This design comes from an exercise in tuning for small area and few clock cycles on the open sky130 flow, not from production work.
The RTL was checked by simulation tests, not by an equivalence proof against the original design.

==> 05-26 <==
==> flow/design.v (excerpt) <==
module mac_pipe_array #(
  parameter int LANES        = 4,
  parameter int IN_BITWIDTH  = 16,
  parameter int OUT_BITWIDTH = 32
) (
  input  logic                          clk,
  input  logic                          rst,
  input  logic                          in_valid,
  output logic                          in_ready,
  input  logic                          mode,
  input  logic                          in_last,
  input  logic [LANES*IN_BITWIDTH-1:0]  a_in,
  input  logic [LANES*IN_BITWIDTH-1:0]  w_in,
  input  logic [LANES*OUT_BITWIDTH-1:0] sum_in,
  output logic                          out_valid,
  input  logic                          out_ready,
  output logic [LANES*OUT_BITWIDTH-1:0] out,
  output logic [LANES-1:0]              out_sat
);
clock: 7.2 ns
lec_check: 0
cap_margin: 20
core_margin: 2
core_utilization: 70
gpl_timing_driven: 0
setup_slack_margin: 0.1
slew_margin: 20
synth_hierarchical: 1
standard.sh (not shown) runs the stock make flow with config.mk's settings and CLKGATE_MAP_FILE= SYNTH_SCRIPT=/design/flow/synth_recipe.tcl, a recipe that flattens the netlist after the stock synthesis.
==> flow/flow/run.sh <==
#!/bin/bash
# The standard layout, with the port buffers made from the smallest buffer cell and the
# buffers that synthesis put in taken out at floorplan (placement's repair adds back what the
# slew and capacitance limits need).
set -euo pipefail
bash standard.sh synth > synth.log 2>&1
bash standard.sh 'BUFFER_PORTS_ARGS=-buffer_cell sky130_fd_sc_hd__buf_1' REMOVE_ABC_BUFFERS=1 finish > layout.log 2>&1
==> 06-11: changes against 05-26 <==
- CORE_UTILIZATION: 70 -> 60
==> run notes <==
- The clock input transition at the sequential cells of the worst setup and hold paths is 0.06 ns.
- Setup repair after global routing left no endpoint under its margin.
- The run finished with no timing, DRC or antenna violations.
- The startpoint of the tightest hold check path is g_lane[0].u_lane.r_acc[19].
- The die is 262 microns tall.
- The congestion estimate from routability-driven global placement came to 0.932.
[end of results for 06-11]
==> run notes <==
- The flow ran to the end and the layout has no timing, DRC or antenna violations.
- The final weighted congestion in routability-driven placement is 0.955.
- After clock tree synthesis, the clock-pin slew on the worst setup and hold paths is 0.07 ns.
- The final total negative setup slack is 0 ns.
- Setup repair after global routing could not meet its margin everywhere.
- The multi-input combinational gate total is 3,224.
- The vertical die dimension is 243 microns.
- Yosys printed 10 warnings.
- The worst hold path begins at g_lane[1].u_lane.r_acc[19].
[end of results for 05-26]
Testbench counts of 05-26, summed over its fixed seeds: cycles 12,008.
Testbench counts of 06-11, summed over its fixed seeds: cycles 12,008.

---

==> run a: inputs <==
mac_pipe_array, a different RTL version from the one above (not shown whole).
==> flow/config.mk <==
export PLATFORM = sky130hd
export DESIGN_NAME = mac_pipe_array
export DESIGN_NICKNAME = mac_pipe_array
export VERILOG_FILES = /design/flow/design.v
export SDC_FILE = /design/flow/constraint.sdc
export NUM_CORES = 4
export LEC_CHECK = 0
export CAP_MARGIN = 20
export CORE_MARGIN = 2
export CORE_UTILIZATION = 60
export SLEW_MARGIN = 20
export SYNTH_HIERARCHICAL = 1
==> flow/constraint.sdc <==
create_clock -name core_clock -period 7.2 [get_ports {clk}]
set_input_delay 1.4400 -clock core_clock [delete_from_list [all_inputs] [get_ports {clk}]]
set_output_delay 1.4400 -clock core_clock [all_outputs]
set_load 0.01 [all_outputs]
run.sh (not shown) runs the stock make flow with config.mk's settings and CLKGATE_MAP_FILE= SYNTH_SCRIPT=/design/flow/synth_recipe.tcl, a recipe that flattens the netlist after the stock synthesis.
Stock flow here: none of the scripts above is used.
==> run b (differences from run a) <==
--- a/flow/design.v
+++ b/flow/design.v
@@ -57,13 +57,13 @@
   logic [OUT_BITWIDTH:0]   w_r0, w_r1;
   logic [OUT_BITWIDTH+1:0] w_sum_n;
   logic [OUT_BITWIDTH:0]   w_tot;
   logic                    w_sat;
   logic [OUT_BITWIDTH-1:0] w_res;
   logic [IN_BITWIDTH-1:0]  pp_n [IN_BITWIDTH];
-  assign w_base   = (i_mode == mac_pkg::MODE_PSUM) ? i_sum : r_acc;
+  assign w_base   = (i_mode == mac_pkg::MODE_PSUM) ? i_sum : (r_acc | {OUT_BITWIDTH{r_sticky}});
   assign w_base_n = ~w_base;
   for (genvar i = 0; i < IN_BITWIDTH; i++) begin : g_pp
     assign pp_n[i] = ~(i_w & {IN_BITWIDTH{i_a[i]}});
   end
   logic t239s, t239c;
   logic t238s, t238c;
@@ -547,13 +547,13 @@
   mac_fa u_fa223 (.a(pp_n[15][15]), .b(w_base_n[30]), .c(t209c), .s(t239s), .co(t239c));
   assign w_r0 = {1'b1, w_base_n[31], t238c, t237c, t236c, t235c, t234c, t233c, t232c, t231c, t230c, t229c, t228c, t227c, t226c, t225c, t224c, t223c, t222c, t221c, t220c, t219c, t218c, t217c, t216c, t215c, t214c, t213c, t212c, t211c, t210c, w_base_n[1], pp_n[0][0]};
   assign w_r1 = {1'b1, t239c, t239s, t238s, t237s, t236s, t235s, t234s, t233s, t232s, t231s, t230s, t229s, t228s, t227s, t226s, t225s, t224s, t223s, t222s, t221s, t220s, t219s, t218s, t217s, t216s, t215s, t214s, t213s, t212s, t211s, t210s, w_base_n[0]};
   assign w_sum_n = {w_r0, 1'b1} + {w_r1, 1'b1};
   assign w_tot   = ~w_sum_n[OUT_BITWIDTH+1:1];
   assign w_sat = w_tot[OUT_BITWIDTH];
-  assign w_res = w_sat ? {OUT_BITWIDTH{1'b1}} : w_tot[OUT_BITWIDTH-1:0];
+  assign w_res = w_tot[OUT_BITWIDTH-1:0];
   always_ff @(posedge clk or posedge rst) begin
     if (rst) begin
       r_acc    <= '0;
       r_sticky <= 1'b0;
     end else if (i_step) begin
       if (i_last) begin
@@ -568,13 +568,13 @@
   always_ff @(posedge clk) begin
     if (i_adv) begin
       r_out     <= w_res;
       r_out_sat <= w_sat | ((i_mode == mac_pkg::MODE_ACC) & r_sticky);
     end
   end
-  assign o_out = r_out;
+  assign o_out = r_out | {OUT_BITWIDTH{r_out_sat}};
   assign o_sat = r_out_sat;
 endmodule
 module mac_pipe_array #(
   parameter int LANES        = 4,
   parameter int IN_BITWIDTH  = 16,
   parameter int OUT_BITWIDTH = 32
==> flow/flow/run.sh (new file) <==
#!/bin/bash
# The standard layout, with the port buffers made from the smallest buffer cell and the
# buffers that synthesis put in taken out at floorplan (placement's repair adds back what the
# slew and capacitance limits need).
set -euo pipefail
bash standard.sh synth > synth.log 2>&1
bash standard.sh 'BUFFER_PORTS_ARGS=-buffer_cell sky130_fd_sc_hd__buf_1' REMOVE_ABC_BUFFERS=1 finish > layout.log 2>&1
==> flow/standard.sh (new file) <==
#!/bin/bash
# synth_recipe.tcl (not shown) runs the flow's synth.tcl, then flattens the netlist and writes it again
# the make line also repeats each setting of config.mk as NAME=value (left out here)
make -C /OpenROAD-flow-scripts/flow DESIGN_CONFIG=/design/flow/config.mk WORK_HOME=/design/flow/orfs CLKGATE_MAP_FILE= SYNTH_SCRIPT=/design/flow/synth_recipe.tcl "${@:-finish}"
- GPL_TIMING_DRIVEN: not set -> 0
removed: flow/run.sh
==> qor summary <==
| quantity | run b | run a |
|---|---|---|
| Pre-CTS worst setup slack | -0.824 ns | -0.348 ns |
| Height of the chip | 269 um | 268 um |
| Result of the run | no timing/DRC/antenna violations | no timing/DRC/antenna violations |
| Placed cell count | 5227 | 5536 |
| Worst min-delay path endpoint | g_lane[0].u_lane.r_acc[0] | g_lane[0].u_lane.r_acc[31] |
| Number of placement rows | 97 | 96 |
| Worst Reg2Reg Path Length in Cells | 16 | 17 |
| Max Fanout on Critical Path | 16 | 5 |
| Post-cts resize count | 6 | 0 |
| Detailed route wirelength on metal2 | 59.4 mm | 61.4 mm |
| CP startpoint | w_in[56] | w_in[60] |
| Maximum number of pins on one net before global-route repair | 48 | 61 |
| GR Util met3 | 0.0917 | 0.0965 |
| Endpoint required time on the critical path | 7.52 ns | 7.62 ns |
| Synth-to-layout area growth | 7.97% | 21.7% |
| Grt met2 use | 0.567 | 0.609 |
| Number of antenna violations at the first check in global routing | 7 | 9 |
| Highest-delay cell along the critical path | sky130_fd_sc_hd__buf_1 | sky130_fd_sc_hd__clkdlybuf4s50_1 |
| Number of design-rule violations left by the first detailed-router iteration | 2528 | 2985 |
| Via count | 32800 | 34200 |
| Period utilisation layout | 0.976 | 0.960 |
| Reg2reg setup slack | 0.43 ns | 1.75 ns |
Testbench counts of run a, summed over its fixed seeds: cycles 12,008.
Testbench counts of run b, summed over its fixed seeds: cycles 12,008.

---

==> inputs of v28 <==
Another version of the RTL of mac_pipe_array (not shown whole).
==> flow/design.v (excerpt) <==
module mac_pipe_array #(
  parameter int LANES        = 4,
  parameter int IN_BITWIDTH  = 16,
  parameter int OUT_BITWIDTH = 32
) (
  input  logic                          clk,
  input  logic                          rst,
  input  logic                          in_valid,
  output logic                          in_ready,
  input  logic                          mode,
  input  logic                          in_last,
  input  logic [LANES*IN_BITWIDTH-1:0]  a_in,
  input  logic [LANES*IN_BITWIDTH-1:0]  w_in,
  input  logic [LANES*OUT_BITWIDTH-1:0] sum_in,
  output logic                          out_valid,
  input  logic                          out_ready,
  output logic [LANES*OUT_BITWIDTH-1:0] out,
  output logic [LANES-1:0]              out_sat
);
==> module mac_lane, before the edit <==
module mac_lane #(
  parameter int IN_BITWIDTH  = 16,
  parameter int OUT_BITWIDTH = 32
) (
  input  logic                    clk,
  input  logic                    rst,
  input  logic                    i_adv,
  input  logic                    i_s1_valid,
  input  mac_pkg::mode_e          i_s1_mode,
  input  logic                    i_s1_last,
  input  logic [IN_BITWIDTH-1:0]  i_a,
  input  logic [IN_BITWIDTH-1:0]  i_w,
  input  logic [OUT_BITWIDTH-1:0] i_sum,
  output logic [OUT_BITWIDTH-1:0] o_out,
  output logic                    o_sat
);
  localparam int PW = 2 * IN_BITWIDTH;
  localparam int EW = (PW > OUT_BITWIDTH) ? PW : OUT_BITWIDTH;
  localparam logic [EW-1:0] L_MAX_EXT = EW'({OUT_BITWIDTH{1'b1}});
  logic [PW-1:0]           r_prod;
  logic [OUT_BITWIDTH-1:0] r_sum;
  logic [OUT_BITWIDTH-1:0] r_acc;
  logic                    r_sticky;
  logic [OUT_BITWIDTH-1:0] r_out;
  logic                    r_out_sat;
  logic [EW-1:0]           w_prod_ext;
  logic                    w_prod_sat;
  logic [OUT_BITWIDTH-1:0] w_prod_c;
  logic [OUT_BITWIDTH-1:0] w_base;
  logic [mac_pkg::SAT_MAX_W:0]      w_add;
  logic [OUT_BITWIDTH-1:0] w_step_sum;
  logic                    w_step_sat;
  always_comb begin
    w_prod_ext = EW'(r_prod);
    w_prod_sat = (w_prod_ext > L_MAX_EXT);
    w_prod_c   = w_prod_sat ? {OUT_BITWIDTH{1'b1}} : w_prod_ext[OUT_BITWIDTH-1:0];
    w_base     = (i_s1_mode == mac_pkg::MODE_PSUM) ? r_sum : r_acc;
    w_add      = mac_pkg::sat_add(mac_pkg::SAT_MAX_W'(w_prod_c), mac_pkg::SAT_MAX_W'(w_base), OUT_BITWIDTH);
    w_step_sum = w_add[OUT_BITWIDTH-1:0];
    w_step_sat = w_add[mac_pkg::SAT_MAX_W] | (|w_add[mac_pkg::SAT_MAX_W-1:OUT_BITWIDTH]) | w_prod_sat;
  end
  always_ff @(posedge clk or posedge rst) begin
    if (rst) begin
      r_prod    <= '0;
      r_sum     <= '0;
      r_acc     <= '0;
      r_sticky  <= 1'b0;
      r_out     <= '0;
      r_out_sat <= 1'b0;
    end else if (i_adv) begin
      r_prod <= PW'(i_a) * PW'(i_w);
      r_sum  <= i_sum;
      if (i_s1_valid) begin
        if (i_s1_mode == mac_pkg::MODE_PSUM) begin
          r_out     <= w_step_sum;
          r_out_sat <= w_step_sat;
        end else if (i_s1_last) begin
          r_out     <= w_step_sum;
          r_out_sat <= r_sticky | w_step_sat;
          r_acc     <= '0;
          r_sticky  <= 1'b0;
        end else begin
          r_acc    <= w_step_sum;
          r_sticky <= r_sticky | w_step_sat;
        end
      end
    end
  end
  assign o_out = r_out;
  assign o_sat = r_out_sat;
endmodule
==> module mac_pipe_array, before the edit <==
module mac_pipe_array #(
  parameter int LANES        = 4,
  parameter int IN_BITWIDTH  = 16,
  parameter int OUT_BITWIDTH = 32
) (
  input  logic                          clk,
  input  logic                          rst,
  input  logic                          in_valid,
  output logic                          in_ready,
  input  logic                          mode,
  input  logic                          in_last,
  input  logic [LANES*IN_BITWIDTH-1:0]  a_in,
  input  logic [LANES*IN_BITWIDTH-1:0]  w_in,
  input  logic [LANES*OUT_BITWIDTH-1:0] sum_in,
  output logic                          out_valid,
  input  logic                          out_ready,
  output logic [LANES*OUT_BITWIDTH-1:0] out,
  output logic [LANES-1:0]              out_sat
);
  logic  w_adv;
  logic  r_s1_valid;
  mac_pkg::mode_e r_s1_mode;
  logic  r_s1_last;
  logic  r_out_valid;
  assign w_adv    = !r_out_valid || out_ready;
  assign in_ready = w_adv;
  always_ff @(posedge clk or posedge rst) begin
    if (rst) begin
      r_s1_valid  <= 1'b0;
      r_s1_mode   <= mac_pkg::MODE_PSUM;
      r_s1_last   <= 1'b0;
      r_out_valid <= 1'b0;
    end else if (w_adv) begin
      r_s1_valid  <= in_valid;
      r_s1_mode   <= mac_pkg::mode_e'(mode);
      r_s1_last   <= in_last;
      r_out_valid <= r_s1_valid && ((r_s1_mode == mac_pkg::MODE_PSUM) || r_s1_last);
    end
  end
  assign out_valid = r_out_valid;
  for (genvar g = 0; g < LANES; g++) begin : g_lane
    mac_lane #(
      .IN_BITWIDTH (IN_BITWIDTH),
      .OUT_BITWIDTH(OUT_BITWIDTH)
    ) u_lane (
      .clk       (clk),
      .rst       (rst),
      .i_adv     (w_adv),
      .i_s1_valid(r_s1_valid),
      .i_s1_mode (r_s1_mode),
      .i_s1_last (r_s1_last),
      .i_a       (a_in[g*IN_BITWIDTH +: IN_BITWIDTH]),
      .i_w       (w_in[g*IN_BITWIDTH +: IN_BITWIDTH]),
      .i_sum     (sum_in[g*OUT_BITWIDTH +: OUT_BITWIDTH]),
      .o_out     (out[g*OUT_BITWIDTH +: OUT_BITWIDTH]),
      .o_sat     (out_sat[g])
    );
  end
endmodule
clock: 7.2 ns
lec_check: 0
cap_margin: 20
core_margin: 2
core_utilization: 40
slew_margin: 20
Stock flow here: none of the scripts above is used.
==> v26: changes against v28 <==
==> flow/design.v (replaced) <==
package mac_pkg;
  typedef enum logic {
    MODE_PSUM = 1'b0,
    MODE_ACC  = 1'b1
  } mode_e;
  localparam int SAT_MAX_W = 64;
  function automatic logic [SAT_MAX_W:0] sat_add(
    input logic [SAT_MAX_W-1:0] a,
    input logic [SAT_MAX_W-1:0] b,
    input int unsigned          width
  );
    logic [SAT_MAX_W:0] w_one;
    logic [SAT_MAX_W:0] w_lim;
    logic [SAT_MAX_W:0] w_full;
    w_one  = {{SAT_MAX_W{1'b0}}, 1'b1};
    w_lim  = (w_one << width) - w_one;
    w_full = {1'b0, a} + {1'b0, b};
    if (w_full > w_lim) begin
      sat_add = {1'b1, w_lim[SAT_MAX_W-1:0]};
    end else begin
      sat_add = {1'b0, w_full[SAT_MAX_W-1:0]};
    end
  endfunction
endpackage
module mac_lane #(
  parameter int IN_BITWIDTH  = 16,
  parameter int OUT_BITWIDTH = 32
) (
  input  logic                    clk,
  input  logic                    rst,
  input  logic                    i_adv,
  input  logic                    i_step,
  input  mac_pkg::mode_e          i_mode,
  input  logic                    i_last,
  input  logic [IN_BITWIDTH-1:0]  i_a,
  input  logic [IN_BITWIDTH-1:0]  i_w,
  input  logic [OUT_BITWIDTH-1:0] i_sum,
  output logic [OUT_BITWIDTH-1:0] o_out,
  output logic                    o_sat
);
  logic [OUT_BITWIDTH-1:0] r_acc;
  logic                    r_sticky;
  logic [OUT_BITWIDTH-1:0] r_out;
  logic                    r_out_sat;
  logic [OUT_BITWIDTH-1:0] w_base;
  logic [OUT_BITWIDTH:0]   w_tot;
  logic                    w_sat;
  logic [OUT_BITWIDTH-1:0] w_res;
  always_comb begin
    w_base = (i_mode == mac_pkg::MODE_PSUM) ? i_sum : r_acc;
    w_tot  = (OUT_BITWIDTH+1)'(i_a) * (OUT_BITWIDTH+1)'(i_w) + (OUT_BITWIDTH+1)'(w_base);
    w_sat  = w_tot[OUT_BITWIDTH];
    w_res  = w_sat ? {OUT_BITWIDTH{1'b1}} : w_tot[OUT_BITWIDTH-1:0];
  end
  always_ff @(posedge clk or posedge rst) begin
    if (rst) begin
      r_acc    <= '0;
      r_sticky <= 1'b0;
    end else if (i_step) begin
      if (i_last) begin
        r_acc    <= '0;
        r_sticky <= 1'b0;
      end else begin
        r_acc    <= w_res;
        r_sticky <= r_sticky | w_sat;
      end
    end
  end
  always_ff @(posedge clk) begin
    if (i_adv) begin
      r_out     <= w_res;
      r_out_sat <= w_sat | ((i_mode == mac_pkg::MODE_ACC) & r_sticky);
    end
  end
  assign o_out = r_out;
  assign o_sat = r_out_sat;
endmodule
module mac_pipe_array #(
  parameter int LANES        = 4,
  parameter int IN_BITWIDTH  = 16,
  parameter int OUT_BITWIDTH = 32
) (
  input  logic                          clk,
  input  logic                          rst,
  input  logic                          in_valid,
  output logic                          in_ready,
  input  logic                          mode,
  input  logic                          in_last,
  input  logic [LANES*IN_BITWIDTH-1:0]  a_in,
  input  logic [LANES*IN_BITWIDTH-1:0]  w_in,
  input  logic [LANES*OUT_BITWIDTH-1:0] sum_in,
  output logic                          out_valid,
  input  logic                          out_ready,
  output logic [LANES*OUT_BITWIDTH-1:0] out,
  output logic [LANES-1:0]              out_sat
);
  logic w_adv;
  logic w_acc_step;
  logic r_out_valid;
  assign w_adv      = !r_out_valid || out_ready;
  assign in_ready   = w_adv;
  assign w_acc_step = in_valid && w_adv && (mac_pkg::mode_e'(mode) == mac_pkg::MODE_ACC);
  always_ff @(posedge clk or posedge rst) begin
    if (rst) begin
      r_out_valid <= 1'b0;
    end else if (w_adv) begin
      r_out_valid <= in_valid && ((mac_pkg::mode_e'(mode) == mac_pkg::MODE_PSUM) || in_last);
    end
  end
  assign out_valid = r_out_valid;
  for (genvar g = 0; g < LANES; g++) begin : g_lane
    mac_lane #(
      .IN_BITWIDTH (IN_BITWIDTH),
      .OUT_BITWIDTH(OUT_BITWIDTH)
    ) u_lane (
      .clk       (clk),
      .rst       (rst),
      .i_adv     (w_adv),
      .i_step    (w_acc_step),
      .i_mode    (mac_pkg::mode_e'(mode)),
      .i_last    (in_last),
      .i_a       (a_in[g*IN_BITWIDTH +: IN_BITWIDTH]),
      .i_w       (w_in[g*IN_BITWIDTH +: IN_BITWIDTH]),
      .i_sum     (sum_in[g*OUT_BITWIDTH +: OUT_BITWIDTH]),
      .o_out     (out[g*OUT_BITWIDTH +: OUT_BITWIDTH]),
      .o_sat     (out_sat[g])
    );
  end
endmodule
==> summary of the runs <==
Between v28 and v26, the lower hold slack is in v28 (gap 18 ps). Against v28, the die area of v26 is smaller by 17%. v28 completed with no timing, DRC or antenna violations. v26 ran to the end with violations: negative setup slack. In v26 the non-clock buffer count is higher than in v28, by 548. Against v26, the critical path depth of v28 is lower by 11. In v28 the wire length is larger than in v26, by 13%. In v28 the synthesized cell count is larger than in v26, by about 26%. In v26 the clock skew is higher than in v28, by 3.4 ps.
==> figures <==
| quantity | v28 | v26 |
|---|---|---|
| Result of the run | complete, no violations | finished with violations |
| Layout check failures | - | negative setup slack |
| Post-route clock skew | 24.7 ps | 28.1 ps |
| CP bufs+invs | 6 | 7 |
| Core Area | 0.150 mm^2 | 0.124 mm^2 |
| Worst R2R End | g_lane[0].u_lane.r_out[28]$_DFFE_PP0P_ | g_lane[0].u_lane.r_acc[20]$_DFFE_PP0P_ |
| Number of multi-input logic gates | 5024 | 3989 |
| Fraction of the mapped netlist area in compound gates | 0.104 | 0.101 |
| Routed wire per std cell | 17.6 um | 17.8 um |
| Global-route track usage on met3 | 0.0408 | 0.0489 |
| Number of endpoints failing setup at the final stage | 0 | 264 |
| Number of well taps | 2016 | 1637 |
| Post-CTS setup buffers | 0 | 128 |
| Clock insertion delay at the later pin of the skew report | 640 ps | 590 ps |
| Die outline area | 0.154 mm^2 | 0.128 mm^2 |
| Number of rows created at floorplan | 142 | 129 |
| Number of antenna cells inserted | 2 | 7 |
Testbench counts of v28, summed over its fixed seeds: cycles 12,016.
Testbench counts of v26, summed over its fixed seeds: cycles 12,008.

==> separate check: timing with driven ports <==
No port has a modelled driver above. Below, the same layouts with a new extraction and two added sets of constraints.
Step 1 sets driving cells, clkbuf_16 on the clock port and buf_2 on the other inputs (assumed; they add their load-dependent delay and slew).
Step 2, shift: input delay + t, output delay - t, t = (earliest + latest rising clock arrival at the registers) / 2. This alone moves slack from input paths to output paths.
a / b / c = ideal ports / drivers / drivers and shift; a / b = the first two.
run	t, ns	slack for setup (ns)	worst setup path at the end
05-26	0.638	0.200 / 0.239 / -0.399	input to register
06-11	0.645	0.193 / 0.205 / -0.439	input to register
run a	0.615	0.287 / 0.296 / -0.319	input to register
run b	0.643	0.175 / 0.205 / -0.438	input to register
v28	0.695	0.177 / 0.219 / -0.475	input to register
v26	0.634	-1.183 / -1.161 / -1.795	input to register
Met with ideal ports but missed after step 2: setup timing in 5 of these runs. The setup slack of v28, which loses most, moves by +0.042 ns with the drivers and by -0.652 ns with both steps.
